This is an optimization exercise on Yosys and OpenROAD, whose aim is a short achievable clock period and few clock cycles, not a production implementation. In this exercise RTL edits were held to simulation tests only and were not proved equivalent to the original. No driver is modelled on the clock port, so clocking that relies on it looks cheaper here than on a real chip. No activity file was given, so power comes from the tool's default toggle rates.

==> flow/design.v (excerpt) <==
module rv32i_core (
    input  logic                 i_clk,
    input  logic                 i_reset,
    output rv32i_pkg::word_t     o_imem_addr,
    input  rv32i_pkg::word_t     i_imem_data,
    output logic                 o_wb_valid,
    output rv32i_pkg::reg_addr_t o_wb_rd,
    output rv32i_pkg::word_t     o_wb_data
);
Size in the first run: ~10000 cells after synthesis, roughly 3600 flip-flops, about 100 I/O pins, roughly 150000 um^2 of cells after synthesis.
export LEC_CHECK = 0
export ABC_CLOCK_PERIOD_IN_PS = 1500
export CAP_MARGIN = 20
export CORE_MARGIN = 2
export CORE_UTILIZATION = 40
export SLEW_MARGIN = 20
export TNS_END_PERCENT = 10
create_clock -name core_clock -period 10.0 [get_ports {i_clk}]
standard.sh (not shown) runs the stock make flow with config.mk's settings and CLKGATE_MAP_FILE= SYNTH_SCRIPT=/design/flow/synth_recipe.tcl, a recipe that flattens the netlist after the stock synthesis.
==> flow/flow/run.sh <==
#!/bin/bash
# The standard layout (standard.sh: standard synthesis, floorplan, power grid, placement,
# CTS, routing) with three changes to how the layout is made; constraints and clock are
# the standard flow's own:
#  - the port buffers are sky130_fd_sc_hd__buf_8 rather than the cell buffer_ports picks
#    by itself (a clock-delay buffer), so every input and output still gets its buffer;
#  - gate sizing may change a cell's footprint (MATCH_CELL_FOOTPRINT=0);
#  - the timing repair after CTS and after global routing aims for more setup slack than
#    the 10 ns clock needs (flow/repair.tcl redefines ORFS's repair_timing_helper there).
# Each make run logs to its own file here; ORFS keeps its per-step logs under orfs/logs.
set -euo pipefail
here=$(pwd)
common=(MATCH_CELL_FOOTPRINT=0 "BUFFER_PORTS_ARGS=-buffer_cell sky130_fd_sc_hd__buf_8")
bash standard.sh "${common[@]}" synth floorplan > standard_synth_floorplan.log 2>&1
bash standard.sh "${common[@]}" PRE_CTS_TCL="$here/flow/repair.tcl" \
    PRE_GLOBAL_ROUTE_TCL="$here/flow/repair.tcl" finish > standard_place_to_finish.log 2>&1
==> flow/flow/repair.tcl <==
# Sourced by ORFS (PRE_CTS_TCL, PRE_GLOBAL_ROUTE_TCL) before the CTS and global-route steps.
# Same as ORFS's repair_timing_helper, but with a setup margin of 6.5 ns (the repair aims
# for a 3.5 ns path at the 10 ns clock) and a bound on the number of repair iterations.
proc repair_timing_helper { args } {
  set additional_args [list -setup_margin 6.5 -max_iterations 3000]
  append_env_var additional_args HOLD_SLACK_MARGIN -hold_margin 1
  append_env_var additional_args SETUP_MOVE_SEQUENCE -sequence 1
  append_env_var additional_args TNS_END_PERCENT -repair_tns 1
  append_env_var additional_args SKIP_PIN_SWAP -skip_pin_swap 0
  append_env_var additional_args SKIP_GATE_CLONING -skip_gate_cloning 0
  append_env_var additional_args SKIP_BUFFER_REMOVAL -skip_buffer_removal 0
  append_env_var additional_args SKIP_LAST_GASP -skip_last_gasp 0
  append_env_var additional_args SKIP_VT_SWAP -skip_vt_swap 0
  append_env_var additional_args SKIP_CRIT_VT_SWAP -skip_crit_vt_swap 0
  append_env_var additional_args MATCH_CELL_FOOTPRINT -match_cell_footprint 0
  lappend additional_args {*}$args -verbose
  log_cmd repair_timing {*}$additional_args
}
The first run passed the timing, DRC and antenna checks.
Testbench counts at the start, summed over its fixed seeds: cycles 53,275.
==> next run, changes <==
--- a/flow/design.v
+++ b/flow/design.v
@@ -118,59 +118,55 @@
         if (o_rd == '0) begin
             o_ctrl.reg_write = 1'b0;
         end
     end
 endmodule
 `timescale 1ns/100ps
 module rv32i_regfile (
     input  logic                            i_clk,
     input  logic                            i_reset,
     input  logic                            i_we,
     input  rv32i_pkg::reg_addr_t            i_waddr,
     input  rv32i_pkg::word_t                i_wdata,
-    input  rv32i_pkg::reg_addr_t            i_raddr1,
-    input  rv32i_pkg::reg_addr_t            i_raddr2,
+    input  logic [rv32i_pkg::REG_COUNT-1:0] i_rsel1,
+    input  logic [rv32i_pkg::REG_COUNT-1:0] i_rsel2,
     output rv32i_pkg::word_t                o_rdata1,
     output rv32i_pkg::word_t                o_rdata2
 );
     rv32i_pkg::word_t                regs [1:rv32i_pkg::REG_COUNT-1];
     logic [rv32i_pkg::REG_COUNT-1:1] valid;
-    rv32i_pkg::word_t                rd_word [rv32i_pkg::REG_COUNT];
-    logic [rv32i_pkg::REG_COUNT-1:0] rd_valid;
     always_ff @(posedge i_clk) begin
         for (int i = 1; i < rv32i_pkg::REG_COUNT; i++) begin
             if (i_reset) begin
                 valid[i] <= 1'b0;
             end else if (i_we && i_waddr == i) begin
                 valid[i] <= 1'b1;
             end
         end
     end
     always_ff @(posedge i_clk) begin
         for (int i = 1; i < rv32i_pkg::REG_COUNT; i++) begin
             if (i_we && i_waddr == i) begin
                 regs[i] <= i_wdata;
             end
         end
     end
     always_comb begin
-        rd_word[0]  = '0;
-        rd_valid[0] = 1'b0;
+        o_rdata1 = '0;
+        o_rdata2 = '0;
         for (int i = 1; i < rv32i_pkg::REG_COUNT; i++) begin
-            rd_word[i]  = regs[i];
-            rd_valid[i] = valid[i];
+            o_rdata1 = o_rdata1 | ({32{i_rsel1[i] & valid[i]}} & regs[i]);
+            o_rdata2 = o_rdata2 | ({32{i_rsel2[i] & valid[i]}} & regs[i]);
         end
     end
-    assign o_rdata1 = {32{rd_valid[i_raddr1]}} & rd_word[i_raddr1];
-    assign o_rdata2 = {32{rd_valid[i_raddr2]}} & rd_word[i_raddr2];
 endmodule
 `timescale 1ns/100ps
 module rv32i_hazard_unit (
     input  rv32i_pkg::ctrl_t     i_id_ctrl,
     input  rv32i_pkg::reg_addr_t i_id_rs1,
     input  rv32i_pkg::reg_addr_t i_id_rs2,
     input  rv32i_pkg::ctrl_t     i_ex_ctrl,    
     input  rv32i_pkg::reg_addr_t i_ex_rd,
     input  logic                 i_mem_we,     
     input  rv32i_pkg::reg_addr_t i_mem_rd,
     input  logic                 i_wb_we,      
     input  rv32i_pkg::reg_addr_t i_wb_rd,
@@ -377,26 +373,26 @@
         .o_ctrl  (d_ctrl),
         .o_imm   (d_imm),
         .o_rs1   (d_rs1),
         .o_rs2   (d_rs2),
         .o_rd    (d_rd)
     );
     rv32i_regfile u_regfile (
         .i_clk    (i_clk),
         .i_reset  (i_reset),
         .i_we     (w_valid_q),
         .i_waddr  (w_rd_q),
         .i_wdata  (w_rf_data_q),
-        .i_raddr1 (d_rs1),
-        .i_raddr2 (d_rs2),
+        .i_rsel1  (rv32i_pkg::REG_COUNT'(1) << d_rs1),
+        .i_rsel2  (rv32i_pkg::REG_COUNT'(1) << d_rs2),
         .o_rdata1 (rf_rdata1),
         .o_rdata2 (rf_rdata2)
     );
     rv32i_hazard_unit u_hazard (
         .i_id_ctrl  (d_ctrl),
         .i_id_rs1   (d_rs1),
         .i_id_rs2   (d_rs2),
         .i_ex_ctrl  (x_ctrl_q),
         .i_ex_rd    (x_rd_q),
         .i_mem_we   (m_we_q),
         .i_mem_rd   (m_rd_q),
         .i_wb_we    (w_valid_q),
After rerunning:
- critical path depth rose by 4
- total power drops slightly
- cell count climbs slightly
- via count increases slightly
- hold slack degrades by 0.025 ns
- register-to-register slack got worse by 0.14 ns
- maximum frequency goes down by a few percent
- clock power is about the same
- die area fell slightly
- global-route usage is higher by 0.70 points
- combinational power came out lower by well over a third
Testbench counts after the change, summed over its fixed seeds: cycles 53,275.

[port drivers added, routing unchanged]
No port has a modelled driver above. Below, the same layouts with a new extraction and two added sets of constraints.
Step 1, drivers: a clkbuf_16 drives i_clk and a buf_2 each remaining input, both assumed.
Step 2 moves the port delays by t, midway between the first and last clock arrival at a register: inputs arrive t later, outputs are due t later. That takes back most of the time a late clock gives input paths.
Three values: no drivers, after step 1, after step 2; two values: the first two.
run | t (ns) | setup WS [ns] | worst hold slack (ns) | slew at the worst register clock pin (ns) | worst data-port slew with drivers (ns)
the first run | 1.089 | 6.155 / 6.155 / 5.113 | 0.354 / 0.354 / 0.354 | 0.08 / 0.08 | 0.23
the second run | 1.061 | 6.014 / 6.014 / 5.011 | 0.329 / 0.329 / 0.329 | 0.08 / 0.08 | 0.17
After both steps setup and hold are still met in every run listed. The setup slack of the first run, which loses most, moves by 0.000 ns with the drivers and by -1.042 ns with both steps.
